Context: an optimization exercise on an open-source flow, tuned for small area, a short achievable clock period and few clock cycles per item. The choices shown serve that exercise and are no tape-out recipe.
Only simulation tests tie the RTL to the original design; equivalence was not proved.
No activity file was given, so power comes from the tool's default toggle rates.

--- flow/config.mk ---
export PLATFORM = sky130hd
export DESIGN_NAME = dmem_ctrl
export DESIGN_NICKNAME = dmem_ctrl
export VERILOG_FILES = /design/flow/design.v
export SDC_FILE = /design/flow/constraint.sdc
export NUM_CORES = 4
export LEC_CHECK = 0
export CAP_MARGIN = 20
export CORE_MARGIN = 2
export CORE_UTILIZATION = 40
export SLEW_MARGIN = 20
--- flow/constraint.sdc ---
create_clock -name core_clock -period 5.0 [get_ports {clk}]
set_input_delay 1.0000 -clock core_clock [delete_from_list [all_inputs] [get_ports {clk}]]
set_output_delay 1.0000 -clock core_clock [all_outputs]
set_load 0.01 [all_outputs]
--- flow/design.v ---
`default_nettype none
package dmem_ctrl_pkg;
  localparam logic [2:0] F3_B  = 3'b000;
  localparam logic [2:0] F3_H  = 3'b001;
  localparam logic [2:0] F3_W  = 3'b010;
  localparam logic [2:0] F3_BU = 3'b100;
  localparam logic [2:0] F3_HU = 3'b101;
  localparam int STATE_W = 2;
  localparam logic [STATE_W-1:0] S_IDLE = 2'd0;
  localparam logic [STATE_W-1:0] S_WAIT = 2'd1;
  localparam logic [STATE_W-1:0] S_RESP = 2'd2;
endpackage
`default_nettype wire
`default_nettype none
import dmem_ctrl_pkg::*;
module dmem_lane_fmt
(
  input  logic        we,
  input  logic [2:0]  funct3,
  input  logic [1:0]  addr_lo,
  input  logic [31:0] wdata,
  output logic [3:0]  byte_en,
  output logic [31:0] wdata_lane,
  output logic        err
);
  logic w_illegal;
  logic w_misaligned;
  always_comb begin
    w_illegal    = 1'b0;
    w_misaligned = 1'b0;
    byte_en      = 4'b0000;
    wdata_lane   = wdata;
    case (funct3)
      F3_B: begin
        byte_en    = 4'b0001 << addr_lo;
        wdata_lane = {4{wdata[7:0]}};
      end
      F3_H: begin
        w_misaligned = addr_lo[0];
        byte_en      = addr_lo[1] ? 4'b1100 : 4'b0011;
        wdata_lane   = {2{wdata[15:0]}};
      end
      F3_W: begin
        w_misaligned = |addr_lo;
        byte_en      = 4'b1111;
      end
      F3_BU: w_illegal = we;
      F3_HU: begin
        w_illegal    = we;
        w_misaligned = addr_lo[0];
      end
      default: w_illegal = 1'b1;
    endcase
    err = w_illegal | w_misaligned;
    if (err || !we) byte_en = 4'b0000;
  end
endmodule
module dmem_load_ext
(
  input  logic        zero,
  input  logic [2:0]  funct3,
  input  logic [1:0]  addr_lo,
  input  logic [31:0] rdata_raw,
  output logic [31:0] rdata_ext
);
  logic [7:0]  w_byte;
  logic [15:0] w_half;
  always_comb begin
    case (addr_lo)
      2'd0: w_byte = rdata_raw[7:0];
      2'd1: w_byte = rdata_raw[15:8];
      2'd2: w_byte = rdata_raw[23:16];
      default: w_byte = rdata_raw[31:24];
    endcase
    w_half = addr_lo[1] ? rdata_raw[31:16] : rdata_raw[15:0];
    case (funct3)
      F3_B:    rdata_ext = {{24{w_byte[7]}}, w_byte};
      F3_H:    rdata_ext = {{16{w_half[15]}}, w_half};
      F3_BU:   rdata_ext = {24'h0, w_byte};
      F3_HU:   rdata_ext = {16'h0, w_half};
      default: rdata_ext = rdata_raw;
    endcase
    if (zero) rdata_ext = 32'h0;
  end
endmodule
`default_nettype wire
`default_nettype none
import dmem_ctrl_pkg::*;
module dmem_ctrl
#(
  parameter  int DEPTH       = 64,
  parameter  int WAIT_STATES = 0,
  localparam int ADDR_W      = $clog2(DEPTH) + 2
) (
  input  logic              clk,
  input  logic              rst_n,
  input  logic              req_valid,
  output logic              req_ready,
  input  logic              req_we,
  input  logic [2:0]        req_funct3,
  input  logic [ADDR_W-1:0] req_addr,
  input  logic [31:0]       req_wdata,
  output logic              rsp_valid,
  input  logic              rsp_ready,
  output logic [31:0]       rsp_rdata,
  output logic              rsp_err
);
  localparam int IDX_W = ADDR_W - 2;
  logic               s1_v;
  logic               s1_we;
  logic [2:0]         s1_f3;
  logic [ADDR_W-1:0]  s1_addr;
  logic [31:0]        s1_wdata;
  logic               s2_v;
  logic               s2_zero;
  logic               s2_err;
  logic [2:0]         s2_f3;
  logic [1:0]         s2_lo;
  logic [31:0]        s2_raw;
  logic               s3_v;
  logic               s3_err;
  logic [31:0]        s3_rdata;
  logic [31:0]        r_mem [0:DEPTH-1];
  logic               w_adv;
  logic [IDX_W-1:0]   w_idx;
  logic [3:0]         w_byte_en;
  logic [31:0]        w_wdata_lane;
  logic               w_err;
  logic [31:0]        w_rdata_ext;
  assign w_adv     = !s3_v || rsp_ready;
  assign req_ready = w_adv;
  assign rsp_valid = s3_v;
  assign rsp_rdata = s3_rdata;
  assign rsp_err   = s3_err;
  always_ff @(posedge clk or negedge rst_n) begin
    if (!rst_n) begin
      s1_v <= 1'b0;
      s2_v <= 1'b0;
      s3_v <= 1'b0;
    end else if (w_adv) begin
      s1_v <= req_valid;
      s2_v <= s1_v;
      s3_v <= s2_v;
    end
  end
  always_ff @(posedge clk) begin
    if (w_adv) begin
      s1_we    <= req_we;
      s1_f3    <= req_funct3;
      s1_addr  <= req_addr;
      s1_wdata <= req_wdata;
    end
  end
  assign w_idx = s1_addr[ADDR_W-1:2];
  dmem_lane_fmt u_lane_fmt (
    .we         (s1_we),
    .funct3     (s1_f3),
    .addr_lo    (s1_addr[1:0]),
    .wdata      (s1_wdata),
    .byte_en    (w_byte_en),
    .wdata_lane (w_wdata_lane),
    .err        (w_err)
  );
  always_ff @(posedge clk) begin
    for (int b = 0; b < 4; b++) begin
      if (s1_v && w_byte_en[b]) r_mem[w_idx][8*b +: 8] <= w_wdata_lane[8*b +: 8];
    end
  end
  always_ff @(posedge clk) begin
    if (w_adv) begin
      s2_raw  <= r_mem[w_idx];
      s2_err  <= w_err;
      s2_zero <= w_err | s1_we;
      s2_f3   <= s1_f3;
      s2_lo   <= s1_addr[1:0];
    end
  end
  dmem_load_ext u_load_ext (
    .zero      (s2_zero),
    .funct3    (s2_f3),
    .addr_lo   (s2_lo),
    .rdata_raw (s2_raw),
    .rdata_ext (w_rdata_ext)
  );
  always_ff @(posedge clk) begin
    if (w_adv) begin
      s3_rdata <= w_rdata_ext;
      s3_err   <= s2_err;
    end
  end
endmodule
`default_nettype wire
--- flow/run.sh ---
#!/bin/bash
# synth_recipe.tcl (not shown) runs the flow's synth.tcl, then flattens the netlist and writes it again
# the make line also repeats each setting of config.mk as NAME=value (left out here)
make -C /OpenROAD-flow-scripts/flow DESIGN_CONFIG=/design/flow/config.mk WORK_HOME=/design/flow/orfs CLKGATE_MAP_FILE= SYNTH_SCRIPT=/design/flow/synth_recipe.tcl finish
==> flow_metrics.py, run 1 <==
metrics = {
    "final_layout": {
        "filler_cell_count": 17500,
        "drive_gt1_share_pct": 15.2,
        "fin_nets": 5322,
        "area_delta_synth_final_pct": 15.5,
        "final_util_pct": 46.4,
    },
    "drt": {
        "via_count": 54900,
        "drc": 0,
        "drt_iter0_markers": 11100,
        "top_layer": "met5",
        "ant_nets": 0,
        "post_drt_wl_per_cell_um": 38.3,
        "drt_wl_total_um": 312000,
        "wl_met2_um": 133000,
        "vias_per_cell": 6.73,
        "wl_met3_um": 47800,
        "wl_met1_um": 112000,
        "firstDrtPassIters": 7,
    },
    "grt": {
        "antenna_found_initial": 23,
        "grt_pass1_wl_um": 421000,
        "gr-usage-all-layers_pct": 28.8,
        "grt_pass1_vias": 50800,
        "grt_max_degree": 89,
        "grt.overflow.total": 0,
    },
    "status": {
        "status": "finished clean",
    },
    "place": {
        "gp_congestion": 1.01,
        "dp_hpwl_um": 202000,
        "port_buffers": 82,
    },
    "floorplan": {
        "fp.dieW_um": 460,
        "rows": 167,
        "die_area_um2": 211000,
        "initial_core_util_pct": 40.2,
        "io_pins": 83,
        "core_um2": 207000,
        "die_y_um": 460,
    },
    "worst_setup_path": {
        "critPathCaptureType": "register",
        "reg2regPathDepth": 8,
        "critPathKind": "reg2reg",
        "required_ps": 5590,
        "crit_arrival_ps": 4810,
        "regToRegSetupSlack_ps": 780,
        "crit_slowest_cell": "o21ai_0",
        "cpPeakStageDelay_ps": 780,
        "worstPathMaxFanout": 88,
        "reg2reg_to": "s2_raw[4]$_DFFE_PP_",
        "timing.rr.start": "s1_addr[2]$_DFFE_PP_",
        "cp_cell_sequence": "buf_12 > nor2_4 > buf_4 > a221oi_1 > nor2_1 > o21ai_0 > nand4_1 > or3_1",
        "worstSetupStartpointType": "register",
    },
    "clocking": {
        "cts_sinks": 2167,
        "htree_levels": 4,
        "post_cts_buffers": 0,
        "clock_tree.buffer_depth": 3,
        "clk_latency_ps": 890,
        "cts_tree": "done",
        "cts_resized": 0,
        "numCtsBuffers": 210,
        "cts_root_buffer": "clkbuf_16",
        "hold_buffers": 0,
        "clkTransAtPathRegs_ps": 60,
    },
    "pwr": {
        "power.leakage_nw": 29.8,
        "ir_worst_vdd_mv": 0.417,
        "p_per_area_nw_per_um2": 450,
    },
    "timing": {
        "tns_ps": 0,
        "post-route-period-util_pct": 84.4,
        "relSlewSlack_pct": 15.5,
        "setup_viol": 0,
        "fmax_ghz": 0.237,
        "worst_pin_slew_ps": 1260,
        "finalHoldViolCount": 0,
        "finClkSkew_ps": 58.3,
        "maxSlewViolCount": 0,
        "rsz0062_at_grt": "no",
        "fin_crit_ps": 4220,
    },
    "synth": {
        "ys.flop_type": "edfxtp_1",
        "ys_async_sr_fraction_pct": 0.138,
        "syn-cell-area_um2": 83000,
        "synth_edf_count": 2164,
        "synth_cell_types": 60,
        "yosysWarnings": 3,
        "postSynthNetCount": 5013,
        "synth.yosys.seq_area_share_pct": 78.4,
        "syn_area_per_cell_um2": 16.7,
        "yosys_register_bits": 2167,
        "postSynthCellCount": 4965,
    },
    "run": {
        "cap_violations": 0,
    },
    "worst_hold_path": {
        "hold_class": "in2async",
    },
}
[cell usage after synthesis, types with 7 or more instances]
cell type / count / share of area, %
or3_1: 15 / 0.11
a222oi_1: 34 / 0.41
a2111oi_0: 10 / 0.11
nand2b_1: 9 / 0.068
a22o_1: 17 / 0.18
a31oi_1: 27 / 0.20
or4_1: 13 / 0.12
nor2b_1: 9 / 0.068
o22ai_1: 154 / 1.2
nor3_1: 59 / 0.36
clkbuf_1: 182 / 0.82
a311oi_1: 7 / 0.074
buf_4: 19 / 0.17
mux2_2: 76 / 1.0
o22a_1: 13 / 0.14
nand2_1: 165 / 0.75
buf_6: 7 / 0.095
a211oi_1: 16 / 0.14
o32ai_1: 13 / 0.14
mux4_2: 21 / 0.57
buf_1: 60 / 0.27
o21ai_0: 148 / 0.89
o221ai_1: 29 / 0.31
a221oi_1: 343 / 3.6
a22oi_1: 399 / 3.6
o21ai_1: 7 / 0.042
o211ai_1: 11 / 0.099
nand4_1: 16 / 0.12
nand3_1: 16 / 0.096
a21oi_1: 118 / 0.71
inv_1: 9 / 0.041
mux2i_1: 111 / 1.3
a221o_1: 43 / 0.52
edfxtp_1: 2164 / 78
buf_2: 117 / 0.71
nor2_1: 451 / 2.0
[power breakdown]
group          internal, W  total (W)  switching (W)  leakage [nW]
logic              0.00154    0.00618        0.00464          6.95
registers           0.0210     0.0214       0.000433          19.6
clock network      0.00854     0.0155        0.00699          3.22
[area by class of cell]
type | instances | area (µm²) | share of cell area [%]
sequential | 2167 | 65100 | 67.9
tap | 2704 | 3380 | 3.53
clock inverter | 116 | 1130 | 1.18
timing repair buffer | 482 | 4190 | 4.37
clock buffer | 260 | 5500 | 5.73
multi-input combinational | 2400 | 16500 | 17.2
inverter | 13 | 60.1 | 0.0627
antenna | 15 | 37.5 | 0.0392
[per-stage QoR]
step | cell area [µm²] | setup slack [ps] | power (W) | hold slack [ps] | cells
floorplan | 83000 | 59.9 | 0.0244 | 400 | 4965
detailed placement | 89200 | 1120 | 0.0277 | 420 | 7765
finish | 95800 | 779 | 0.0431 | 305 | 8157
CTS | 95800 | 1090 | 0.0428 | 268 | 8141
global placement | 89100 | 1150 | 0.0276 | 405 | 7764
global route | 95800 | 921 | 0.0439 | 286 | 8145
[cell families after synthesis]
kind of cell           count (synthesis)  share of synthesized area (%)
multiplexers                         208                           2.94
buffers and inverters                398                           2.13
AND/OR/NAND/NOR                      790                           4.07
AO/OA/AOI/OAI                       1402                           12.5
flip-flops                          2167                           78.4
[sequential cells by signal, summed over array words and instances, names as in the netlist, 2 cells and up]
register and flops:
r_mem 2048, s1_addr 8, s1_f3 3, s1_wdata 32
s2_f3 3, s2_lo 2, s2_raw 32, s3_rdata 32
[placed cells by master, fill, tap and decap left out, types with 17 or more instances in the layout]
cell and n:
a22oi_1 399, a221oi_1 343, a222oi_1 34, mux2i_1 111
nand2_1 165, nor3_1 58, o221ai_1 29, edfxtp_1 2164
clkdlybuf4s50_1 82, a221o_1 43, mux2_2 76, clkinv_2 32
clkinv_1 52, o22ai_1 154, buf_4 371, buf_12 27
a22o_1 17, clkbuf_16 212, mux4_2 21, clkbuf_1 47
o21ai_0 148, a31oi_1 27, a21oi_1 110, nor2_1 440
[critical path: cells and delay by family, from the launching register on]
family	cells	cell delay [ps]
flops	1	420
compound gates	2	1100
simple gates	4	1330
buf+inv	2	950
[metal layers]
layer,GRT usage [%],vias to the layer above
met5,0.459,-
met4,15.2,28
met3,11.3,1007
met2,41.4,4796
met1,37.6,27900
li1,-,21100
[worst max-delay path by stage]
stage	slack, ps	start	end	cells after the start
2_1_floorplan	60	rsp_ready	req_ready	1
3_3_place_gp	1150	s1_addr[2]$_DFFE_PP_	s2_raw[4]$_DFFE_PP_	8
3_5_place_dp	1120	s1_addr[2]$_DFFE_PP_	s2_raw[18]$_DFFE_PP_	9
4_1_cts	1090	s1_addr[2]$_DFFE_PP_	s2_raw[18]$_DFFE_PP_	9
5_1_grt	920	s1_addr[2]$_DFFE_PP_	s2_raw[4]$_DFFE_PP_	8
6_report	780	s1_addr[2]$_DFFE_PP_	s2_raw[4]$_DFFE_PP_	8
Testbench counts, summed over its fixed seeds: cycles 16,024, items 16,000.
==> run 2, diff against run 1 <==
--- a/flow/design.v
+++ b/flow/design.v
@@ -106,11 +106,6 @@
   output logic              rsp_err
 );
   localparam int IDX_W = ADDR_W - 2;
-  logic               s1_v;
-  logic               s1_we;
-  logic [2:0]         s1_f3;
-  logic [ADDR_W-1:0]  s1_addr;
-  logic [31:0]        s1_wdata;
   logic               s2_v;
   logic               s2_zero;
   logic               s2_err;
@@ -122,57 +117,60 @@
   logic [31:0]        s3_rdata;
   logic [31:0]        r_mem [0:DEPTH-1];
   logic               w_adv;
+  logic               w_accept;
   logic [IDX_W-1:0]   w_idx;
   logic [3:0]         w_byte_en;
   logic [31:0]        w_wdata_lane;
   logic               w_err;
+  logic [DEPTH-1:0]   w_sel;
+  logic [31:0]        w_rd;
   logic [31:0]        w_rdata_ext;
   assign w_adv     = !s3_v || rsp_ready;
+  assign w_accept  = req_valid && w_adv && rst_n;
   assign req_ready = w_adv;
   assign rsp_valid = s3_v;
   assign rsp_rdata = s3_rdata;
   assign rsp_err   = s3_err;
   always_ff @(posedge clk or negedge rst_n) begin
     if (!rst_n) begin
-      s1_v <= 1'b0;
       s2_v <= 1'b0;
       s3_v <= 1'b0;
     end else if (w_adv) begin
-      s1_v <= req_valid;
-      s2_v <= s1_v;
+      s2_v <= req_valid;
       s3_v <= s2_v;
+    end
+  end
+  assign w_idx = req_addr[ADDR_W-1:2];
+  dmem_lane_fmt u_lane_fmt (
+    .we         (req_we),
+    .funct3     (req_funct3),
+    .addr_lo    (req_addr[1:0]),
+    .wdata      (req_wdata),
+    .byte_en    (w_byte_en),
+    .wdata_lane (w_wdata_lane),
+    .err        (w_err)
+  );
+  always_comb begin
+    w_rd = 32'h0;
+    for (int i = 0; i < DEPTH; i++) begin
+      w_sel[i] = (w_idx == IDX_W'(i));
+      w_rd     = w_rd | (r_mem[i] & {32{w_sel[i]}});
+    end
+  end
+  always_ff @(posedge clk) begin
+    for (int i = 0; i < DEPTH; i++) begin
+      for (int b = 0; b < 4; b++) begin
+        if (w_accept && w_sel[i] && w_byte_en[b]) r_mem[i][8*b +: 8] <= w_wdata_lane[8*b +: 8];
+      end
     end
   end
   always_ff @(posedge clk) begin
     if (w_adv) begin
-      s1_we    <= req_we;
-      s1_f3    <= req_funct3;
-      s1_addr  <= req_addr;
-      s1_wdata <= req_wdata;
-    end
-  end
-  assign w_idx = s1_addr[ADDR_W-1:2];
-  dmem_lane_fmt u_lane_fmt (
-    .we         (s1_we),
-    .funct3     (s1_f3),
-    .addr_lo    (s1_addr[1:0]),
-    .wdata      (s1_wdata),
-    .byte_en    (w_byte_en),
-    .wdata_lane (w_wdata_lane),
-    .err        (w_err)
-  );
-  always_ff @(posedge clk) begin
-    for (int b = 0; b < 4; b++) begin
-      if (s1_v && w_byte_en[b]) r_mem[w_idx][8*b +: 8] <= w_wdata_lane[8*b +: 8];
-    end
-  end
-  always_ff @(posedge clk) begin
-    if (w_adv) begin
-      s2_raw  <= r_mem[w_idx];
+      s2_raw  <= w_rd;
       s2_err  <= w_err;
-      s2_zero <= w_err | s1_we;
-      s2_f3   <= s1_f3;
-      s2_lo   <= s1_addr[1:0];
+      s2_zero <= w_err | req_we;
+      s2_f3   <= req_funct3;
+      s2_lo   <= req_addr[1:0];
     end
   end
   dmem_load_ext u_load_ext (
--- a/flow/config.mk
+++ b/flow/config.mk
@@ -8,4 +8,5 @@
 export CAP_MARGIN = 20
 export CORE_MARGIN = 2
 export CORE_UTILIZATION = 40
+export SETUP_SLACK_MARGIN = 2.3
 export SLEW_MARGIN = 20
==> run 2 against run 1 <==
- still clean
- critical path depth fell by 2
- synthesized area fell by 5.2%
- final area rose by 2.4%
- total power fell by 15%
- via count fell by 2.0%
- non-clock buffer count rose by 184
- sequential power fell by 7%
- global-route usage rose by 5.3 points
- core utilization rose by 3.9 points
- hold slack got worse by 5.0 ps
- critical endpoint is now r_mem[42][27]$_DFFE_PP_
- largest cell class unchanged
==> flow_metrics.py, run 2 <==
metrics = {
    "final_layout": {
        "top_regs": "r_mem: 2048 flops, s2_raw: 32 flops, s3_rdata: 32 flops",
        "layout_commonest_cell": "edfxtp_1",
        "area_delta_synth_final_pct": 24.6,
        "largest_register_ff_count": 2048,
        "drive_gt1_share_pct": 25.8,
        "final_cell_mix": "2120 x edfxtp_1, 884 x a22oi_1, 388 x buf_4, 297 x nor2_4, 227 x nand2_1",
        "fin_nets": 5255,
        "largest_register": "r_mem",
    },
    "grt": {
        "grt_pass1_wl_um": 450000,
        "grt_pass1_vias": 48500,
        "grt.overflow.total": 0,
        "antenna_found_initial": 19,
        "grt_max_degree": 66,
        "gr-usage-all-layers_pct": 34.1,
    },
    "timing": {
        "worst_pin_slew_ps": 1080,
        "post-route-period-util_pct": 56.2,
        "fin_crit_ps": 2810,
        "rsz0062_at_grt": "yes",
        "setup_viol": 0,
        "fmax_ghz": 0.356,
        "relSlewSlack_pct": 27.5,
        "finClkSkew_ps": 43.1,
        "maxSlewViolCount": 0,
        "finalHoldViolCount": 0,
        "tns_ps": 0,
        "hold_ws_ps": 300,
    },
    "drt": {
        "drc": 0,
        "drt_wl_total_um": 348000,
        "ant_nets": 0,
        "wl_met1_um": 118000,
        "wl_met2_um": 148000,
        "top_layer": "met5",
        "firstDrtPassIters": 6,
        "via_count": 53800,
        "post_drt_wl_per_cell_um": 43.5,
        "wl_met3_um": 55400,
        "drt_iter0_markers": 10200,
        "vias_per_cell": 6.73,
    },
    "clocking": {
        "numCtsBuffers": 205,
        "clock_tree.buffer_depth": 3,
        "clk_latency_ps": 900,
        "cts_sinks": 2122,
        "clkTransAtPathRegs_ps": 60,
        "htree_levels": 4,
        "cts_tree": "done",
        "cts_root_buffer": "clkbuf_16",
    },
    "floorplan": {
        "rows": 162,
        "die_area_um2": 200000,
        "io_pins": 83,
        "die_y_um": 448,
        "fp.dieW_um": 448,
        "core_um2": 195000,
        "initial_core_util_pct": 40.3,
    },
    "synth": {
        "yosys_register_bits": 2122,
        "synth_edf_count": 2120,
        "syn_area_per_cell_um2": 17.1,
        "yosysWarnings": 4,
        "synth.cells.most_frequent": "2120 x edfxtp_1, 910 x a22oi_1, 392 x nor2_1, 274 x nand2_1, 145 x clkbuf_1",
        "postSynthNetCount": 4660,
        "synth_top_area_share_pct": 80.9,
        "postSynthCellCount": 4612,
        "synth_cell_types": 61,
        "yosysMostFrequentCell": "edfxtp_1",
        "ys_async_sr_fraction_pct": 0.0943,
        "synth.yosys.seq_area_share_pct": 80.9,
        "ys.flop_type": "edfxtp_1",
        "ys_top_cells_by_area": "edfxtp_1 81%, a22oi_1 8.7%, nor2_1 1.9%",
        "syn-cell-area_um2": 78700,
        "synth_area_leader_cell": "edfxtp_1",
    },
    "place": {
        "dp_hpwl_um": 222000,
        "port_buffers": 82,
        "gp_congestion": 1.04,
    },
    "pwr": {
        "comb_power_share_pct": 4.5,
        "clkPwrFrac_pct": 40.7,
        "p_int_w": 0.0282,
        "power.leakage_nw": 31.2,
        "seq_power_share_pct": 54.8,
        "p_per_area_nw_per_um2": 372,
        "power_switching_w": 0.00826,
        "sw_frac_of_total_pct": 22.6,
        "ir_worst_vdd_mv": 0.333,
    },
    "worst_setup_path": {
        "worstSetupStartpointType": "primary input",
        "critPathCaptureType": "register",
        "critPathKind": "in2reg",
        "worstPathMaxFanout": 16,
        "crit_arrival_ps": 3360,
        "required_ps": 5550,
    },
    "status": {
        "status": "finished clean",
    },
    "run": {
        "cap_violations": 0,
    },
    "worst_hold_path": {
        "hold_class": "in2async",
    },
}
## run 2: changes by cell type after synthesis, sizes merged, moves of 65 or more
cell and delta:
a22oi +511, a221oi -332, o22ai -154, o21ai -144, nand4 +124, nand2 +110, a21oi -71, mux2i -67
buf -65
## run 2: final timing paths
check,slack [ps],cells past startpoint,to,start
max in group asynchronous,4540,1,s2_v$_DFFE_PN0N_,rst_n
hold reg to reg,420,0,s3_err$_DFFE_PN_,s2_err$_DFFE_PN_
setup / recovery,2190,6,r_mem[42][27]$_DFFE_PP_,rst_n
hold / removal,300,1,s3_v$_DFFE_PN0N_,rst_n
setup reg to reg,2260,7,r_mem[42][27]$_DFFE_PP_,s3_v$_DFFE_PN0N_
min in group core_clock,420,0,s3_err$_DFFE_PN_,s2_err$_DFFE_PN_
## run 2: timing repair
item,in CTS,in global routing
setup endpoints to repair,2276,1242
resized for setup,139,83
setup buffers,204,94
pin swaps,116,56
endpoints found under the hold margin,0,0
hold buffers,0,0
cloned,4,6
## run 2: critical path, stage by stage
cell	delay (ps)
clkdlybuf4s50_1	550
and3_1	180
buf_4	380
nand3_1	430
nor2_1	440
buf_4	320
## run 2: area by class of cell
cell class                      count  area, µm²
Inverter                           11       41.3
Multi-Input combinational cell   2201      17300
Antenna cell                        8       20.0
Fill cell                       15700      97100
Sequential cell                  2122      63700
Tap cell                         2624       3280
Timing Repair Buffer              666       7490
Clock inverter                    105        922
Clock buffer                      267       5380
## run 2: cells by family after synthesis
group                     after synthesis  share of synthesized area [%]
and+or+nand+nor                      1050                           6.22
DFF                                  2122                           80.9
xor gates and xnor gates                1                         0.0111
muxes                                  79                           1.06
buffers and inverters                 294                           1.64
AOI/OAI and AO/OA                    1066                           10.1
## run 2: routing by layer
layer | vias up | track usage (%)
met5 | - | 0.0977
met3 | 1107 | 11.5
met1 | 27300 | 44.0
met4 | 14 | 21.2
met2 | 5422 | 49.4
li1 | 20000 | -
## run 2: power by group through the flow
| stage | registers, W | clock network [W] | logic [W] |
|---|---|---|---|
| floorplan | 0.0202 | 0 | 0.000669 |
| global placement | 0.0203 | 0 | 0.00143 |
| detailed placement | 0.0203 | 0 | 0.00145 |
| CTS | 0.0200 | 0.0148 | 0.00153 |
| global route | 0.0200 | 0.0155 | 0.00168 |
| finish | 0.0200 | 0.0148 | 0.00166 |
## run 2: metrics by stage
step / instance area, µm² / setup slack (ps) / util [%] / power (W) / instances
after CTS: 96400 / 2080 / 49.4 / 0.0363 / 7896
final: 98100 / 2190 / 50.3 / 0.0365 / 8004
after global routing: 98100 / 2180 / 50.3 / 0.0371 / 7996
after detailed placement: 86900 / 191 / 44.5 / 0.0218 / 7316
after floorplan: 81500 / 1990 / - / 0.0209 / 4612
after global placement: 86800 / 197 / 44.5 / 0.0218 / 7312
Testbench counts of run 2, summed over its fixed seeds: cycles 16,016, items 16,000.
==> run 3, diff against run 2 <==
--- a/flow/design.v
+++ b/flow/design.v
@@ -115,9 +115,19 @@
   logic               s3_v;
   logic               s3_err;
   logic [31:0]        s3_rdata;
+  logic               sk_v;
+  logic               sk_err;
+  logic [31:0]        sk_rdata;
+  logic               r_ready;
   logic [31:0]        r_mem [0:DEPTH-1];
-  logic               w_adv;
+  logic               w_take;
   logic               w_accept;
+  logic               w_s2_move;
+  logic               w_s3_load;
+  logic               w_sk_load;
+  logic               w_s2_v_nxt;
+  logic               w_s3_v_nxt;
+  logic               w_sk_v_nxt;
   logic [IDX_W-1:0]   w_idx;
   logic [3:0]         w_byte_en;
   logic [31:0]        w_wdata_lane;
@@ -125,19 +135,37 @@
   logic [DEPTH-1:0]   w_sel;
   logic [31:0]        w_rd;
   logic [31:0]        w_rdata_ext;
-  assign w_adv     = !s3_v || rsp_ready;
-  assign w_accept  = req_valid && w_adv && rst_n;
-  assign req_ready = w_adv;
+  assign req_ready = r_ready;
   assign rsp_valid = s3_v;
   assign rsp_rdata = s3_rdata;
   assign rsp_err   = s3_err;
+  assign w_take    = s3_v && rsp_ready;
+  assign w_accept  = req_valid && r_ready && rst_n;
+  assign w_s2_move = s2_v && !(s3_v && sk_v && !w_take);
+  assign w_s3_load = !s3_v || w_take;
+  assign w_sk_load = w_s2_move && (sk_v || (s3_v && !w_take));
+  always_comb begin
+    w_s3_v_nxt = s3_v;
+    w_sk_v_nxt = sk_v;
+    if (w_s3_load) begin
+      w_s3_v_nxt = sk_v || s2_v;
+      w_sk_v_nxt = sk_v && s2_v;
+    end else if (w_s2_move) begin
+      w_sk_v_nxt = 1'b1;
+    end
+    w_s2_v_nxt = w_accept || (s2_v && !w_s2_move);
+  end
   always_ff @(posedge clk or negedge rst_n) begin
     if (!rst_n) begin
-      s2_v <= 1'b0;
-      s3_v <= 1'b0;
-    end else if (w_adv) begin
-      s2_v <= req_valid;
-      s3_v <= s2_v;
+      s2_v    <= 1'b0;
+      s3_v    <= 1'b0;
+      sk_v    <= 1'b0;
+      r_ready <= 1'b0;
+    end else begin
+      s2_v    <= w_s2_v_nxt;
+      s3_v    <= w_s3_v_nxt;
+      sk_v    <= w_sk_v_nxt;
+      r_ready <= !(w_s2_v_nxt && w_s3_v_nxt && w_sk_v_nxt);
     end
   end
   assign w_idx = req_addr[ADDR_W-1:2];
@@ -165,7 +193,7 @@
     end
   end
   always_ff @(posedge clk) begin
-    if (w_adv) begin
+    if (w_accept) begin
       s2_raw  <= w_rd;
       s2_err  <= w_err;
       s2_zero <= w_err | req_we;
@@ -181,9 +209,13 @@
     .rdata_ext (w_rdata_ext)
   );
   always_ff @(posedge clk) begin
-    if (w_adv) begin
-      s3_rdata <= w_rdata_ext;
-      s3_err   <= s2_err;
+    if (w_s3_load) begin
+      s3_rdata <= sk_v ? sk_rdata : w_rdata_ext;
+      s3_err   <= sk_v ? sk_err   : s2_err;
+    end
+    if (w_sk_load) begin
+      sk_rdata <= w_rdata_ext;
+      sk_err   <= s2_err;
     end
   end
 endmodule
--- a/flow/config.mk
+++ b/flow/config.mk
@@ -8,5 +8,7 @@
 export CAP_MARGIN = 20
 export CORE_MARGIN = 2
 export CORE_UTILIZATION = 40
-export SETUP_SLACK_MARGIN = 2.3
+export CTS_CLUSTER_DIAMETER = 80
+export CTS_CLUSTER_SIZE = 25
+export SETUP_SLACK_MARGIN = 2.4
 export SLEW_MARGIN = 20
==> run 3 against run 2 <==
- still clean
- combinational power decreased by 3%
- maximum frequency decreased by 1.0%
- count of clock-buffer cells in the layout shrank 151
- sequential power is essentially flat
- first-iteration DRC count increased by 10%
- non-clock buffer count grew 281
- worst setup slack got worse by 29 ps
- hold slack worse by 250 ps
- clock skew fell by 2.8 ps
- total power decreased by 14%
- critical path depth up 5
==> flow_metrics.py, run 3 <==
metrics = {
    "status": {
        "status": "finished clean",
    },
    "pwr": {
        "power.leakage_nw": 32.2,
        "p_per_area_nw_per_um2": 309,
        "ir_worst_vdd_mv": 0.283,
    },
    "worst_setup_path": {
        "critPathCaptureType": "register",
        "required_ps": 5540,
        "worstSetupStartpointType": "primary input",
        "worstPathMaxFanout": 7,
        "timing.rr.start": "r_mem[61][12]$_DFFE_PP_",
        "crit_slowest_cell": "or4_1",
        "critPathKind": "in2reg",
        "regToRegSetupSlack_ps": 2340,
        "crit_arrival_ps": 3380,
        "cp_cell_sequence": "buf_12 > nand2b_4 > buf_12 > buf_12 > buf_12 > nor2_4 > buf_12 > a22o_1 > a221oi_2 > nand4_1 > or4_1",
        "reg2regPathDepth": 7,
        "cpPeakStageDelay_ps": 600,
        "reg2reg_to": "s2_raw[12]$_DFFE_PP_",
        "cpMostUsedCell": "buf_12",
    },
    "synth": {
        "synth_area_leader_cell": "edfxtp_1",
        "yosysMostFrequentCell": "edfxtp_1",
        "yosysWarnings": 4,
        "synth_edf_count": 2153,
        "syn_area_per_cell_um2": 18.7,
        "synth.yosys.seq_area_share_pct": 81.9,
        "synth-xor-area-share_pct": 0.0222,
        "syn-cell-area_um2": 79100,
        "synth_top_area_share_pct": 81.8,
        "synth.cells.most_frequent": "2153 x edfxtp_1, 510 x a221oi_1, 509 x a22o_1, 357 x nor2_1, 156 x clkbuf_1",
        "ys_async_sr_fraction_pct": 0.185,
        "synth_compound_area_share_pct": 11.8,
        "ys_top_cells_by_area": "edfxtp_1 82%, a221oi_1 5.6%, a22o_1 5.6%",
        "synthAdderAreaFrac_pct": 0.0127,
        "synth_cell_types": 47,
        "synth_top_family_by_area": "compound AO/OA/AOI/OAI gates",
        "yosys.area_share.simple_pct": 3.78,
        "ys.flop_type": "edfxtp_1",
        "postSynthNetCount": 4280,
        "postSynthCellCount": 4232,
        "synth_mux_area_share_pct": 0.967,
        "yosys_register_bits": 2157,
    },
    "timing": {
        "fin_crit_ps": 2840,
        "setup_viol": 0,
        "finClkSkew_ps": 40.2,
        "rsz0062_at_grt": "yes",
        "worst_pin_slew_ps": 1010,
        "post-route-period-util_pct": 56.8,
        "maxSlewViolCount": 0,
        "tns_ps": 0,
        "hold_ws_ps": 51.3,
        "finalHoldViolCount": 0,
        "fmax_ghz": 0.352,
        "relSlewSlack_pct": 32.4,
    },
    "clocking": {
        "hold_buffers": 0,
        "cts_root_buffer": "clkbuf_16",
        "cts_sinks": 2157,
        "cts_tree": "done",
        "htree_levels": 3,
        "clock_tree.buffer_depth": 3,
        "clkTransAtPathRegs_ps": 100,
        "clk_latency_ps": 820,
        "numCtsBuffers": 101,
    },
    "grt": {
        "grt.overflow.total": 0,
        "grt_pass1_vias": 48800,
        "grt_pass1_wl_um": 464000,
        "gr-usage-all-layers_pct": 34.6,
        "grt_max_degree": 66,
        "antenna_found_initial": 23,
    },
    "drt": {
        "drt_wl_total_um": 359000,
        "vias_per_cell": 6.96,
        "via_count": 53800,
        "ant_nets": 0,
        "drt_iter0_markers": 11300,
        "firstDrtPassIters": 7,
        "post_drt_wl_per_cell_um": 46.5,
        "drc": 0,
    },
    "final_layout": {
        "area_delta_synth_final_pct": 28.8,
        "final_cell_mix": "2153 x edfxtp_1, 480 x a22o_1, 457 x buf_4, 289 x buf_12, 281 x nor2_4",
        "layout_commonest_cell": "edfxtp_1",
        "fin_nets": 5077,
        "largest_register_ff_count": 2048,
        "drive_gt1_share_pct": 36.7,
        "fin_area_um2": 102000,
        "largest_register": "r_mem",
    },
    "run": {
        "cap_violations": 0,
    },
    "place": {
        "dp_hpwl_um": 218000,
        "postPlaceCellArea_um2": 87900,
        "gp_congestion": 1.01,
        "port_buffers": 82,
    },
    "floorplan": {
        "initial_core_util_pct": 40.2,
        "fp.dieW_um": 449,
        "core_um2": 197000,
        "rows": 163,
        "die_y_um": 449,
        "io_pins": 83,
        "die_area_um2": 201000,
    },
    "worst_hold_path": {
        "hold_class": "in2async",
    },
}
run 3: changes by cell type in the layout (fill, tap and decap cells not counted), sizes merged, moves of 73 or more:
cell and delta:
a221oi +498, clkbuf -147, nand2 -205, a22oi -906
clkinv -73, buf +278, a22o +489
run 3: repair_timing:
| action | 4_1_cts | 5_1_grt |
|---|---|---|
| pin swaps | 299 | 111 |
| setup endpoints to repair | 3628 | 1537 |
| resized for setup | 537 | 214 |
| cloned | 15 | 6 |
| buffers inserted | 458 | 71 |
| hold endpoints to repair | 0 | 0 |
run 3: worst max-delay path by stage:
stage | from | endpoint | slack [ps] | depth (start not counted)
2_1_floorplan | req_addr[6] | s2_raw[13]$_DFFE_PP_ | 2130 | 9
3_3_place_gp | req_addr[7] | s2_raw[12]$_DFFE_PP_ | 140 | 9
3_5_place_dp | req_addr[7] | s2_raw[12]$_DFFE_PP_ | 110 | 9
4_1_cts | req_addr[6] | s2_raw[12]$_DFFE_PP_ | 2280 | 11
5_1_grt | req_addr[2] | s2_raw[6]$_DFFE_PP_ | 2260 | 11
6_report | req_addr[6] | s2_raw[6]$_DFFE_PP_ | 2160 | 11
run 3: report_power, final:
group | total, W | leakage, nW | internal [W] | switching (W)
sequential | 0.0202 | 19.5 | 0.0201 | 0.0000845
clock | 0.00973 | 1.44 | 0.00400 | 0.00574
combinational | 0.00161 | 11.3 | 0.000479 | 0.00113
total | 0.0315 | 32.2 | 0.0245 | 0.00695
run 3: stage by stage:
stage / power [W] / util [%] / setup slack [ps] / instances
6_report: 0.0315 / 51.7 / 2160 / 7728
5_1_grt: 0.0320 / 51.7 / 2260 / 7711
4_1_cts: 0.0313 / 50.6 / 2280 / 7632
3_5_place_dp: 0.0219 / 44.7 / 114 / 7016
3_3_place_gp: 0.0219 / 44.6 / 142 / 7011
2_1_floorplan: 0.0211 / - / 2130 / 4232
run 3: cell families after synthesis:
group / count (synthesis)
XOR/XNOR: 2
adder cells (fa/ha/maj): 1
AND/OR/NAND/NOR: 635
multiplexers: 68
flip-flops: 2157
AO/OA/AOI/OAI: 1087
buffers and inverters: 282
run 3: final cells by class:
type | instances | area [µm²]
Clock buffer | 116 | 2650
Fill cell | 15300 | 95000
Tap cell | 2640 | 3300
Timing Repair Buffer | 947 | 11600
Sequential cell | 2157 | 64800
Clock inverter | 27 | 304
Multi-Input combinational cell | 1798 | 19000
Inverter | 24 | 95.1
Antenna cell | 19 | 47.5
run 3: metal layers:
metal	GRT usage, %	part of all wire (%)
met3	14.3	17
met5	0	0.068
met2	49.2	42
met4	20.2	7.9
met1	44.3	33
run 3: worst max-delay path: cells and delay by family:
family,cells,cell delay (ps)
simple gates,4,1180
buf+inv,5,670
compound gates,2,490
Testbench counts of run 3, summed over its fixed seeds: cycles 16,016, items 16,000.
==> run 4, diff against run 3 <==
--- a/flow/design.v
+++ b/flow/design.v
@@ -81,6 +81,70 @@
       default: rdata_ext = rdata_raw;
     endcase
     if (zero) rdata_ext = 32'h0;
+  end
+endmodule
+`default_nettype wire
+`default_nettype none
+module dmem_g_aoi222 (input logic a1, a2, b1, b2, c1, c2, output logic y);
+  assign y = !((a1 & a2) | (b1 & b2) | (c1 & c2));
+endmodule
+module dmem_g_nand4 (input logic a, b, c, d, output logic y);
+  assign y = !(a & b & c & d);
+endmodule
+module dmem_g_nand3 (input logic a, b, c, output logic y);
+  assign y = !(a & b & c);
+endmodule
+module dmem_g_nand2 (input logic a, b, output logic y);
+  assign y = !(a & b);
+endmodule
+module dmem_g_nor2 (input logic a, b, output logic y);
+  assign y = !(a | b);
+endmodule
+module dmem_rd_bit
+(
+  input  logic [63:0] d,
+  input  logic [63:0] sel,
+  output logic        y
+);
+  logic [21:0] l1;    
+  logic [5:0]  l2;    
+  logic [2:0]  l3;
+  for (genvar k = 0; k < 21; k++) begin : g_l1
+    dmem_g_aoi222 u (.a1(d[3*k]), .a2(sel[3*k]), .b1(d[3*k+1]), .b2(sel[3*k+1]),
+                     .c1(d[3*k+2]), .c2(sel[3*k+2]), .y(l1[k]));
+  end
+  dmem_g_nand2 u_l1 (.a(d[63]), .b(sel[63]), .y(l1[21]));
+  for (genvar j = 0; j < 5; j++) begin : g_l2
+    dmem_g_nand4 u (.a(l1[4*j]), .b(l1[4*j+1]), .c(l1[4*j+2]), .d(l1[4*j+3]), .y(l2[j]));
+  end
+  dmem_g_nand2 u_l2 (.a(l1[20]), .b(l1[21]), .y(l2[5]));
+  for (genvar j = 0; j < 3; j++) begin : g_l3
+    dmem_g_nor2 u (.a(l2[2*j]), .b(l2[2*j+1]), .y(l3[j]));
+  end
+  dmem_g_nand3 u_l4 (.a(l3[0]), .b(l3[1]), .c(l3[2]), .y(y));
+endmodule
+module dmem_sel
+(
+  input  logic [5:0]   idx,
+  input  logic [3:0]   wbe_n,
+  output logic [63:0]  sel,
+  output logic [255:0] we
+);
+  logic [7:0]  lo;
+  logic [7:0]  hi;
+  logic [63:0] sel_n;
+  always_comb begin
+    for (int k = 0; k < 8; k++) begin
+      lo[k] = (idx[2:0] == 3'(k));
+      hi[k] = (idx[5:3] == 3'(k));
+    end
+  end
+  for (genvar i = 0; i < 64; i++) begin : g_w
+    dmem_g_nand2 u_sn (.a(hi[i/8]), .b(lo[i%8]), .y(sel_n[i]));
+    dmem_g_nor2  u_s  (.a(!hi[i/8]), .b(!lo[i%8]), .y(sel[i]));
+    for (genvar b = 0; b < 4; b++) begin : g_b
+      dmem_g_nor2 u_we (.a(sel_n[i]), .b(wbe_n[b]), .y(we[4*i+b]));
+    end
   end
 endmodule
 `default_nettype wire
@@ -132,7 +196,6 @@
   logic [3:0]         w_byte_en;
   logic [31:0]        w_wdata_lane;
   logic               w_err;
-  logic [DEPTH-1:0]   w_sel;
   logic [31:0]        w_rd;
   logic [31:0]        w_rdata_ext;
   assign req_ready = r_ready;
@@ -140,7 +203,7 @@
   assign rsp_rdata = s3_rdata;
   assign rsp_err   = s3_err;
   assign w_take    = s3_v && rsp_ready;
-  assign w_accept  = req_valid && r_ready && rst_n;
+  assign w_accept  = req_valid && r_ready;
   assign w_s2_move = s2_v && !(s3_v && sk_v && !w_take);
   assign w_s3_load = !s3_v || w_take;
   assign w_sk_load = w_s2_move && (sk_v || (s3_v && !w_take));
@@ -178,17 +241,27 @@
     .wdata_lane (w_wdata_lane),
     .err        (w_err)
   );
-  always_comb begin
-    w_rd = 32'h0;
-    for (int i = 0; i < DEPTH; i++) begin
-      w_sel[i] = (w_idx == IDX_W'(i));
-      w_rd     = w_rd | (r_mem[i] & {32{w_sel[i]}});
-    end
+  logic [63:0]      w_sel;
+  logic [255:0]     w_we;
+  logic [3:0]       w_wbe_n;
+  assign w_wbe_n = ~(w_byte_en & {4{w_accept}});
+  dmem_sel u_sel (
+    .idx   (w_idx),
+    .wbe_n (w_wbe_n),
+    .sel   (w_sel),
+    .we    (w_we)
+  );
+  for (genvar b = 0; b < 32; b++) begin : g_rd
+    logic [63:0] d;
+    for (genvar i = 0; i < DEPTH; i++) begin : g_d
+      assign d[i] = r_mem[i][b];
+    end
+    dmem_rd_bit u_rd (.d(d), .sel(w_sel), .y(w_rd[b]));
   end
   always_ff @(posedge clk) begin
     for (int i = 0; i < DEPTH; i++) begin
       for (int b = 0; b < 4; b++) begin
-        if (w_accept && w_sel[i] && w_byte_en[b]) r_mem[i][8*b +: 8] <= w_wdata_lane[8*b +: 8];
+        if (w_we[4*i+b]) r_mem[i][8*b +: 8] <= w_wdata_lane[8*b +: 8];
       end
     end
   end
--- a/flow/config.mk
+++ b/flow/config.mk
@@ -10,5 +10,6 @@
 export CORE_UTILIZATION = 40
 export CTS_CLUSTER_DIAMETER = 80
 export CTS_CLUSTER_SIZE = 25
-export SETUP_SLACK_MARGIN = 2.4
+export SETUP_SLACK_MARGIN = 2.6
 export SLEW_MARGIN = 20
+export SYNTH_HIERARCHICAL = 1
==> run 4 against run 3 <==
- sequential power is 2% higher
- highest routed layer is now met4
- final area is 8.5% lower
- flip-flop and latch count stayed put
- register-to-register slack better by 270 ps
- clock power is 0.5% lower
- largest cell class unchanged
- global-route usage is 9.8 points lower
- core utilization is 2.9 points lower
- via count is 14% lower
- combinational power is 42% higher
- first-iteration DRC count is 13% lower
- synthesized area is 2.7% lower
- count of clock-buffer cells in the layout is 2 higher
- largest power group unchanged
==> flow_metrics.py, run 4 <==
metrics = {
    "status": {
        "status": "finished clean",
    },
    "floorplan": {
        "die_area_um2": 196000,
        "die_y_um": 443,
        "rows": 160,
        "fp.dieW_um": 443,
        "io_pins": 83,
        "core_um2": 191000,
        "initial_core_util_pct": 40.4,
    },
    "clocking": {
        "cts_tree": "done",
        "clk_latency_ps": 810,
        "cts_sinks": 2157,
        "htree_levels": 3,
        "clkTransAtPathRegs_ps": 100,
        "cts_root_buffer": "clkbuf_16",
        "numCtsBuffers": 102,
        "hold_buffers": 0,
        "clock_tree.buffer_depth": 3,
    },
    "final_layout": {
        "fin_nets": 4638,
        "largest_register_ff_count": 2048,
        "final_cell_mix": "2153 x edfxtp_1, 672 x a222oi_1, 342 x buf_4, 237 x nor2_4, 160 x nand4_1",
        "drive_gt1_share_pct": 26.3,
        "fin_area_um2": 93100,
        "instances_no_fill": 7153,
        "layout_commonest_cell": "edfxtp_1",
        "area_delta_synth_final_pct": 21.0,
        "largest_register": "r_mem",
        "filler_cell_count": 15300,
    },
    "drt": {
        "vias_per_cell": 6.49,
        "firstDrtPassIters": 13,
        "drc": 0,
        "drt_wl_total_um": 252000,
        "drt_iter0_markers": 9824,
        "ant_nets": 0,
        "via_count": 46400,
        "post_drt_wl_per_cell_um": 35.3,
    },
    "place": {
        "dp_cells": 6706,
        "postPlaceCellArea_um2": 84400,
        "dp_hpwl_um": 150000,
        "port_buffers": 82,
        "gp_congestion": 0.888,
    },
    "synth": {
        "syn_area_per_cell_um2": 19.9,
        "syn-cell-area_um2": 76900,
        "postSynthNetCount": 3909,
        "synth_edf_count": 2153,
        "synth.cells.most_frequent": "2153 x edfxtp_1, 672 x a222oi_1, 425 x nor2_1, 160 x nand4_1, 139 x nand2_1",
        "ys_async_sr_fraction_pct": 0.185,
        "ys_top_cells_by_area": "edfxtp_1 84%, a222oi_1 8.7%, nor2_1 2.1%",
        "postSynthCellCount": 3861,
        "synth_cell_types": 59,
        "synth_top_area_share_pct": 84.0,
        "yosysWarnings": 11,
        "ys.flop_type": "edfxtp_1",
        "yosys_register_bits": 2157,
        "yosysMostFrequentCell": "edfxtp_1",
        "synth_area_leader_cell": "edfxtp_1",
        "synth.yosys.seq_area_share_pct": 84.2,
    },
    "worst_setup_path": {
        "required_ps": 5540,
        "critPathCaptureType": "register",
        "crit_arrival_ps": 3520,
        "critPathKind": "in2reg",
        "worstSetupStartpointType": "primary input",
        "worstPathMaxFanout": 32,
    },
    "pwr": {
        "p_per_area_nw_per_um2": 350,
        "ir_worst_vdd_mv": 0.278,
        "power.leakage_nw": 28.8,
    },
    "timing": {
        "relSlewSlack_pct": 31.7,
        "fin_crit_ps": 2980,
        "tns_ps": 0,
        "rsz0062_at_grt": "yes",
        "post-route-period-util_pct": 59.6,
        "maxSlewViolCount": 0,
        "fmax_ghz": 0.335,
        "setup_viol": 0,
        "finalHoldViolCount": 0,
        "worst_pin_slew_ps": 1020,
        "finClkSkew_ps": 76.5,
    },
    "grt": {
        "antenna_found_initial": 10,
        "grt_pass1_wl_um": 344000,
        "grt_max_degree": 67,
        "gr-usage-all-layers_pct": 24.8,
        "grt.overflow.total": 0,
        "grt_pass1_vias": 43500,
    },
    "run": {
        "cap_violations": 0,
    },
    "worst_hold_path": {
        "hold_class": "in2async",
    },
}
## run 4: cell count changes after synthesis, moves of 14 or more
cell and delta:
a221oi_1 -509, a222oi_1 +672, a22o_1 -500, buf_2 -79, clkbuf_1 -150, nand2_1 +69
nand3_1 +37, nand4_1 +31, nor2_1 +68, o21ai_0 +14, or4_1 -33
## run 4: path summary, 6_finish.rpt
path,startpoint,end,slack (ps),cells after the start
worst max-delay path,req_addr[5],s2_raw[4]$_DFFE_PN_,2020,11
worst min-delay path,rst_n,s3_v$_DFF_PN0_,390,1
worst max register to register,s2_lo[0]$_DFFE_PN_,s3_rdata[5]$_DFFE_PN_,2610,6
worst min register to register,s2_err$_DFFE_PN_,sk_err$_DFFE_PP_,460,0
max in group asynchronous,rst_n,sk_v$_DFF_PN0_,4420,1
min in group core_clock,s2_err$_DFFE_PN_,sk_err$_DFFE_PP_,460,0
## run 4: repair_timing
item / in CTS / in global routing
resized for setup: 572 / 102
pin swaps: 214 / 138
hold endpoints to repair: 0 / 0
cloned: 34 / 7
setup endpoints to repair: 3635 / 1103
setup buffers: 200 / 50
## run 4: worst max-delay path: stages
cell and delay [ps]:
buf_12 80, buf_12 120, nand3b_1 200, buf_6 140, buf_4 110, nor2_2 40
buf_6 190, a222oi_1 520, nand4_1 300, nor2_1 620, nand3_1 140
## run 4: metrics by stage
stage | hold slack (ps) | total power (W) | util [%] | worst slack, ps
after floorplan | 422 | 0.0218 | - | 1760
after global placement | 435 | 0.0230 | 44.3 | -78.1
after detailed placement | 438 | 0.0231 | 44.3 | -115
after CTS | 351 | 0.0326 | 48.3 | 2240
after global routing | 396 | 0.0333 | 48.9 | 2080
final | 388 | 0.0326 | 48.9 | 2020
## run 4: cell type report
type                    instances  area, µm²  area share (%)
multi-input cells            1649      14400            15.5
repair buffers                658       7650            8.22
well taps                    2511       3140            3.37
clock buffers                 118       2660            2.85
diodes                          5       12.5          0.0134
flip-flops and latches       2157      64800            69.5
inverters                      22       86.3          0.0927
clock inverters                33        417           0.447
## run 4: logic make-up after synthesis
group           count (synthesis)  share of synthesized area (%)
mux                            67                          0.969
simple gates                  820                           4.89
flops                        2157                           84.2
buf+inv                        61                          0.462
fa+ha+maj                       2                         0.0276
xor+xnor                        2                         0.0228
compound gates                752                           9.46
## run 4: per-layer routing
layer / GRT usage (%) / vias to the layer above / part of all wire (%)
met5: 0 / - / 0
met4: 11.5 / 0 / 5.4
met3: 4.78 / 486 / 12
met2: 38.4 / 3407 / 46
met1: 34.1 / 23900 / 37
li1: - / 18600 / -
## run 4: modules after synthesis (local to each module, per instance), a selection
module,cells,cell area [µm²],flops+latches
dmem_sel,38,315,0
dmem_lane_fmt,72,598,0
dmem_g_nand4,1,6.26,0
dmem_g_nand3,1,5.00,0
dmem_load_ext,132,803,0
dmem_ctrl,2211,65300,2157
dmem_g_nor2,1,3.75,0
dmem_g_nand2,1,3.75,0
dmem_g_aoi222,1,10.0,0
## run 4: power breakdown
| part | switching (W) | leakage, nW | internal [W] |
|---|---|---|---|
| Clock | 0.00560 | 1.50 | 0.00408 |
| Combinational | 0.00160 | 7.85 | 0.000688 |
| Sequential | 0.000241 | 19.5 | 0.0203 |
Testbench counts of run 4, summed over its fixed seeds: cycles 16,016, items 16,000.
==> run 5, diff against run 4 <==
--- a/flow/design.v
+++ b/flow/design.v
@@ -85,8 +85,11 @@
 endmodule
 `default_nettype wire
 `default_nettype none
-module dmem_g_aoi222 (input logic a1, a2, b1, b2, c1, c2, output logic y);
-  assign y = !((a1 & a2) | (b1 & b2) | (c1 & c2));
+module dmem_g_oai22 (input logic a1, a2, b1, b2, output logic y);
+  assign y = !((a1 | a2) & (b1 | b2));
+endmodule
+module dmem_g_nor4 (input logic a, b, c, d, output logic y);
+  assign y = !(a | b | c | d);
 endmodule
 module dmem_g_nand4 (input logic a, b, c, d, output logic y);
   assign y = !(a & b & c & d);
@@ -103,36 +106,32 @@
 module dmem_rd_bit
 (
   input  logic [63:0] d,
-  input  logic [63:0] sel,
+  input  logic [63:0] sel_n,
   output logic        y
 );
-  logic [21:0] l1;    
-  logic [5:0]  l2;    
-  logic [2:0]  l3;
-  for (genvar k = 0; k < 21; k++) begin : g_l1
-    dmem_g_aoi222 u (.a1(d[3*k]), .a2(sel[3*k]), .b1(d[3*k+1]), .b2(sel[3*k+1]),
-                     .c1(d[3*k+2]), .c2(sel[3*k+2]), .y(l1[k]));
-  end
-  dmem_g_nand2 u_l1 (.a(d[63]), .b(sel[63]), .y(l1[21]));
-  for (genvar j = 0; j < 5; j++) begin : g_l2
-    dmem_g_nand4 u (.a(l1[4*j]), .b(l1[4*j+1]), .c(l1[4*j+2]), .d(l1[4*j+3]), .y(l2[j]));
-  end
-  dmem_g_nand2 u_l2 (.a(l1[20]), .b(l1[21]), .y(l2[5]));
-  for (genvar j = 0; j < 3; j++) begin : g_l3
-    dmem_g_nor2 u (.a(l2[2*j]), .b(l2[2*j+1]), .y(l3[j]));
-  end
-  dmem_g_nand3 u_l4 (.a(l3[0]), .b(l3[1]), .c(l3[2]), .y(y));
+  logic [31:0] l1;
+  logic [15:0] l2;
+  logic [3:0]  l3;
+  for (genvar k = 0; k < 32; k++) begin : g_l1
+    dmem_g_oai22 u (.a1(d[2*k]), .a2(sel_n[2*k]), .b1(d[2*k+1]), .b2(sel_n[2*k+1]), .y(l1[k]));
+  end
+  for (genvar j = 0; j < 16; j++) begin : g_l2
+    dmem_g_nor2 u (.a(l1[2*j]), .b(l1[2*j+1]), .y(l2[j]));
+  end
+  for (genvar j = 0; j < 4; j++) begin : g_l3
+    dmem_g_nand4 u (.a(l2[4*j]), .b(l2[4*j+1]), .c(l2[4*j+2]), .d(l2[4*j+3]), .y(l3[j]));
+  end
+  dmem_g_nor4 u_l4 (.a(l3[0]), .b(l3[1]), .c(l3[2]), .d(l3[3]), .y(y));
 endmodule
 module dmem_sel
 (
   input  logic [5:0]   idx,
   input  logic [3:0]   wbe_n,
-  output logic [63:0]  sel,
+  output logic [63:0]  sel_n,
   output logic [255:0] we
 );
-  logic [7:0]  lo;
-  logic [7:0]  hi;
-  logic [63:0] sel_n;
+  logic [7:0] lo;
+  logic [7:0] hi;
   always_comb begin
     for (int k = 0; k < 8; k++) begin
       lo[k] = (idx[2:0] == 3'(k));
@@ -141,7 +140,6 @@
   end
   for (genvar i = 0; i < 64; i++) begin : g_w
     dmem_g_nand2 u_sn (.a(hi[i/8]), .b(lo[i%8]), .y(sel_n[i]));
-    dmem_g_nor2  u_s  (.a(!hi[i/8]), .b(!lo[i%8]), .y(sel[i]));
     for (genvar b = 0; b < 4; b++) begin : g_b
       dmem_g_nor2 u_we (.a(sel_n[i]), .b(wbe_n[b]), .y(we[4*i+b]));
     end
@@ -241,14 +239,14 @@
     .wdata_lane (w_wdata_lane),
     .err        (w_err)
   );
-  logic [63:0]      w_sel;
+  logic [63:0]      w_sel_n;
   logic [255:0]     w_we;
   logic [3:0]       w_wbe_n;
   assign w_wbe_n = ~(w_byte_en & {4{w_accept}});
   dmem_sel u_sel (
     .idx   (w_idx),
     .wbe_n (w_wbe_n),
-    .sel   (w_sel),
+    .sel_n (w_sel_n),
     .we    (w_we)
   );
   for (genvar b = 0; b < 32; b++) begin : g_rd
@@ -256,7 +254,7 @@
     for (genvar i = 0; i < DEPTH; i++) begin : g_d
       assign d[i] = r_mem[i][b];
     end
-    dmem_rd_bit u_rd (.d(d), .sel(w_sel), .y(w_rd[b]));
+    dmem_rd_bit u_rd (.d(d), .sel_n(w_sel_n), .y(w_rd[b]));
   end
   always_ff @(posedge clk) begin
     for (int i = 0; i < DEPTH; i++) begin
--- a/flow/config.mk
+++ b/flow/config.mk
@@ -7,7 +7,7 @@
 export LEC_CHECK = 0
 export CAP_MARGIN = 20
 export CORE_MARGIN = 2
-export CORE_UTILIZATION = 40
+export CORE_UTILIZATION = 60
 export CTS_CLUSTER_DIAMETER = 80
 export CTS_CLUSTER_SIZE = 25
 export SETUP_SLACK_MARGIN = 2.6
==> run 5 against run 4 <==
- synthesized cell count grew 15%
- combinational power shrank 4%
- core utilization increased by 22 points
- critical endpoint is now s2_raw[25]$_DFFE_PN_
- final area down 3.2%
- count of clock-buffer cells in the layout is 8 lower
- total power down 2.7%
==> flow_metrics.py, run 5 <==
metrics = {
    "final_layout": {
        "instances_no_fill": 6665,
        "final_cell_mix": "2153 x edfxtp_1, 1016 x o22ai_1, 521 x nor2_1, 200 x buf_4, 169 x nor2_4",
        "layout_commonest_cell": "edfxtp_1",
        "drive_gt1_share_pct": 20.2,
        "largest_register": "r_mem",
        "fin_nets": 5028,
        "area_delta_synth_final_pct": 16.4,
        "diodes": 0,
        "largest_register_ff_count": 2048,
    },
    "timing": {
        "post-route-period-util_pct": 52.6,
        "rsz0062_at_grt": "yes",
        "finalHoldViolCount": 0,
        "worst_pin_slew_ps": 978,
        "setup_ws_ps": 2370,
        "finClkSkew_ps": 25.8,
        "maxSlewViolCount": 0,
        "fin_crit_ps": 2630,
        "tns_ps": 0,
        "relSlewSlack_pct": 34.1,
        "fmax_ghz": 0.380,
        "setup_viol": 0,
    },
    "synth": {
        "synth_cell_types": 54,
        "postSynthCellCount": 4440,
        "synth-xor-area-share_pct": 0.0226,
        "synth.yosys.seq_area_share_pct": 83.6,
        "yosys.area_share.simple_pct": 6.30,
        "ys_top_cells_by_area": "edfxtp_1 83%, o22ai_1 8.3%, nor2_1 3.8%",
        "synth_edf_count": 2153,
        "synth_top_area_share_pct": 83.5,
        "yosysWarnings": 11,
        "ys_async_sr_fraction_pct": 0.185,
        "synth_mux_area_share_pct": 0.981,
        "syn-cell-area_um2": 77400,
        "synth_area_leader_cell": "edfxtp_1",
        "synth_compound_area_share_pct": 8.74,
        "yosysMostFrequentCell": "edfxtp_1",
        "ys.flop_type": "edfxtp_1",
        "yosys_register_bits": 2157,
        "postSynthNetCount": 4488,
        "synth.cells.most_frequent": "2153 x edfxtp_1, 1026 x o22ai_1, 778 x nor2_1, 128 x nand4_1, 110 x nand2_1",
        "synthAdderAreaFrac_pct": 0.0275,
        "syn_area_per_cell_um2": 17.4,
        "synth_top_family_by_area": "compound AO/OA/AOI/OAI gates",
    },
    "grt": {
        "antenna_found_initial": 2,
        "gr-usage-all-layers_pct": 32.4,
        "grt.overflow.total": 0,
        "grt_pass1_vias": 42500,
        "grt_pass1_wl_um": 305000,
        "grt_max_degree": 67,
    },
    "drt": {
        "firstDrtPassIters": 5,
        "drc": 0,
        "drt_wl_total_um": 220000,
        "vias_per_cell": 6.90,
        "ant_nets": 0,
        "drt_iter0_markers": 6970,
        "via_count": 46000,
        "post_drt_wl_per_cell_um": 33.1,
    },
    "clocking": {
        "hold_buffers": 0,
        "numCtsBuffers": 98,
        "cts_tree": "done",
        "clkTransAtPathRegs_ps": 100,
        "cts_root_buffer": "clkbuf_16",
        "cts_sinks": 2157,
        "clk_latency_ps": 740,
        "htree_levels": 3,
        "clock_tree.buffer_depth": 3,
    },
    "worst_setup_path": {
        "crit_arrival_ps": 3170,
        "critPathCaptureType": "register",
        "worstSetupStartpointType": "primary input",
        "required_ps": 5540,
        "critPathKind": "in2reg",
        "worstPathMaxFanout": 8,
    },
    "run": {
        "cap_violations": 0,
    },
    "floorplan": {
        "initial_core_util_pct": 60.6,
        "die_y_um": 363,
        "rows": 131,
        "die_area_um2": 132000,
        "io_pins": 83,
        "core_um2": 128000,
        "fp.dieW_um": 363,
    },
    "worst_hold_path": {
        "hold_class": "in2async",
    },
    "pwr": {
        "totalPowerFinal_w": 0.0317,
        "power.leakage_nw": 27.7,
        "comb_power_share_pct": 6.9,
        "seq_power_share_pct": 64.8,
        "ir_worst_vdd_mv": 0.381,
        "clkPwrFrac_pct": 28.3,
        "p_int_w": 0.0247,
        "sw_frac_of_total_pct": 22.1,
        "p_per_area_nw_per_um2": 351,
        "power_switching_w": 0.00700,
    },
    "status": {
        "status": "finished clean",
    },
    "place": {
        "dp_slack_ps": 594,
        "gp_congestion": 0.867,
        "port_buffers": 82,
        "dp_cells": 6314,
        "dp_hpwl_um": 124000,
    },
}
==> run 5: power groups by stage <==
stage / combinational [W] / clock, W / sequential, W
after floorplan: 0.000912 / 0 / 0.0209
after global placement: 0.00184 / 0 / 0.0209
after detailed placement: 0.00187 / 0 / 0.0209
after CTS: 0.00206 / 0.00906 / 0.0205
after global routing: 0.00228 / 0.00962 / 0.0205
final: 0.00219 / 0.00898 / 0.0205
==> run 5: per-layer routing <==
metal	global-route usage [%]	vias up	part of all wire, %
met4	7.06	0	2.7
met2	50.5	2602	47
met5	0	-	0
met1	49.3	23600	40
met3	4.94	302	10
li1	-	19400	-
==> run 5: Yosys stat by module, one instance, submodules excluded, excerpt <==
module / cells / area, µm² / times used / flip-flops and latches
dmem_ctrl: 2211 / 65300 / 1 / 2157
dmem_g_nand4: 1 / 6.26 / 128 / 0
dmem_sel: 16 / 130 / 1 / 0
dmem_load_ext: 125 / 702 / 1 / 0
dmem_g_nor2: 1 / 3.75 / 768 / 0
dmem_g_nor4: 1 / 12.5 / 32 / 0
dmem_lane_fmt: 72 / 598 / 1 / 0
dmem_g_oai22: 1 / 6.26 / 1024 / 0
dmem_g_nand2: 1 / 3.75 / 64 / 0
==> run 5: kinds of logic after synthesis <==
family / Yosys count
compound gates: 1080
xor+xnor: 2
fa+ha+maj: 2
buf+inv: 36
flops: 2157
mux: 67
simple gates: 1096
==> run 5: per-stage QoR <==
| stage | hold slack (ps) | area [µm²] | utilization [%] |
|---|---|---|---|
| 3_3_place_gp | 438 | 82700 | 64.7 |
| 6_report | 471 | 90200 | 70.5 |
| 5_1_grt | 460 | 90200 | 70.5 |
| 3_5_place_dp | 446 | 82700 | 64.7 |
| 2_1_floorplan | 422 | 78700 | - |
| 4_1_cts | 434 | 88700 | 69.4 |
==> run 5: critical path, stage by stage <==
cell and delay [ps]:
buf_12 110, nor3b_4 150, buf_12 140, buf_12 130, buf_12 140, nand2_8 160, buf_12 160, o22ai_1 100
nor2_2 210, nand4_1 460, nor4_2 380
==> run 5: cell type report <==
type / instances / area [µm²]
flip-flops and latches: 2157 / 64800
fillers: 8148 / 37700
multi-input cells: 2295 / 15800
repair buffers: 423 / 4810
clock buffers: 110 / 2560
well taps: 1662 / 2080
clock inverters: 13 / 111
inverters: 5 / 18.8
==> run 5: timing repair <==
action                                  in CTS  in global routing
endpoints found under the setup margin    3657               1278
resized for setup                          542                121
cloned                                      53                 19
setup buffers                               87                 69
pin swaps                                  153                 78
==> run 5: final timing paths <==
check,cells after the start,from,to,slack [ps]
max in group asynchronous,1,rst_n,sk_v$_DFF_PN0_,4340
worst max register to register,5,s2_raw[7]$_DFFE_PN_,s3_rdata[11]$_DFFE_PN_,2660
worst max-delay path,11,req_addr[6],s2_raw[25]$_DFFE_PN_,2370
min in group core_clock,0,s2_err$_DFFE_PN_,sk_err$_DFFE_PP_,470
worst min register to register,0,s2_err$_DFFE_PN_,sk_err$_DFFE_PP_,470
worst min-delay path,1,rst_n,s3_v$_DFF_PN0_,470
Testbench counts of run 5, summed over its fixed seeds: cycles 16,016, items 16,000.

## separate check: timing with driven ports
How much do the figures lean on ideal ports? The routed layouts below were timed once more, with nothing changed but the port constraints. Step 1 assumes that a clkbuf_16 drives the clock port and a buf_2 every other input. Step 2 also shifts input and output timing later by t, the mid clock arrival at the registers, as if the neighbouring blocks saw the same clock. a / b / c = no drivers / after step 1 / after step 2; a / b = the first two.
| run | shift t [ns] | setup slack, ns | worst hold slack (ns) | worst setup path after step 2 | worst register clock-pin slew, ns | pins driven straight from the clock port |
|---|---|---|---|---|---|---|
| run 1 | 0.951 | 0.779 / 0.779 / 0.779 | 0.305 / 0.245 / 0.441 | register to register | 0.07 / 0.07 | 1 |
| run 2 | 0.970 | 2.191 / 2.202 / 1.232 | 0.300 / 0.240 / 0.423 | input to register | 0.07 / 0.07 | 1 |
| run 3 | 0.888 | 2.162 / 2.173 / 1.285 | 0.051 / -0.014 / 0.463 | input to register | 0.11 / 0.11 | 1 |
| run 4 | 0.854 | 2.018 / 2.015 / 1.161 | 0.388 / 0.350 / 0.462 | input to register | 0.10 / 0.10 | 1 |
| run 5 | 0.808 | 2.371 / 2.399 / 1.591 | 0.471 / 0.426 / 0.471 | input to register | 0.10 / 0.10 | 1 |
After both steps every run listed still meets setup and hold. For run 2, which loses most, drivers alone change the setup slack by +0.011 ns; drivers and shift together by -0.959 ns.
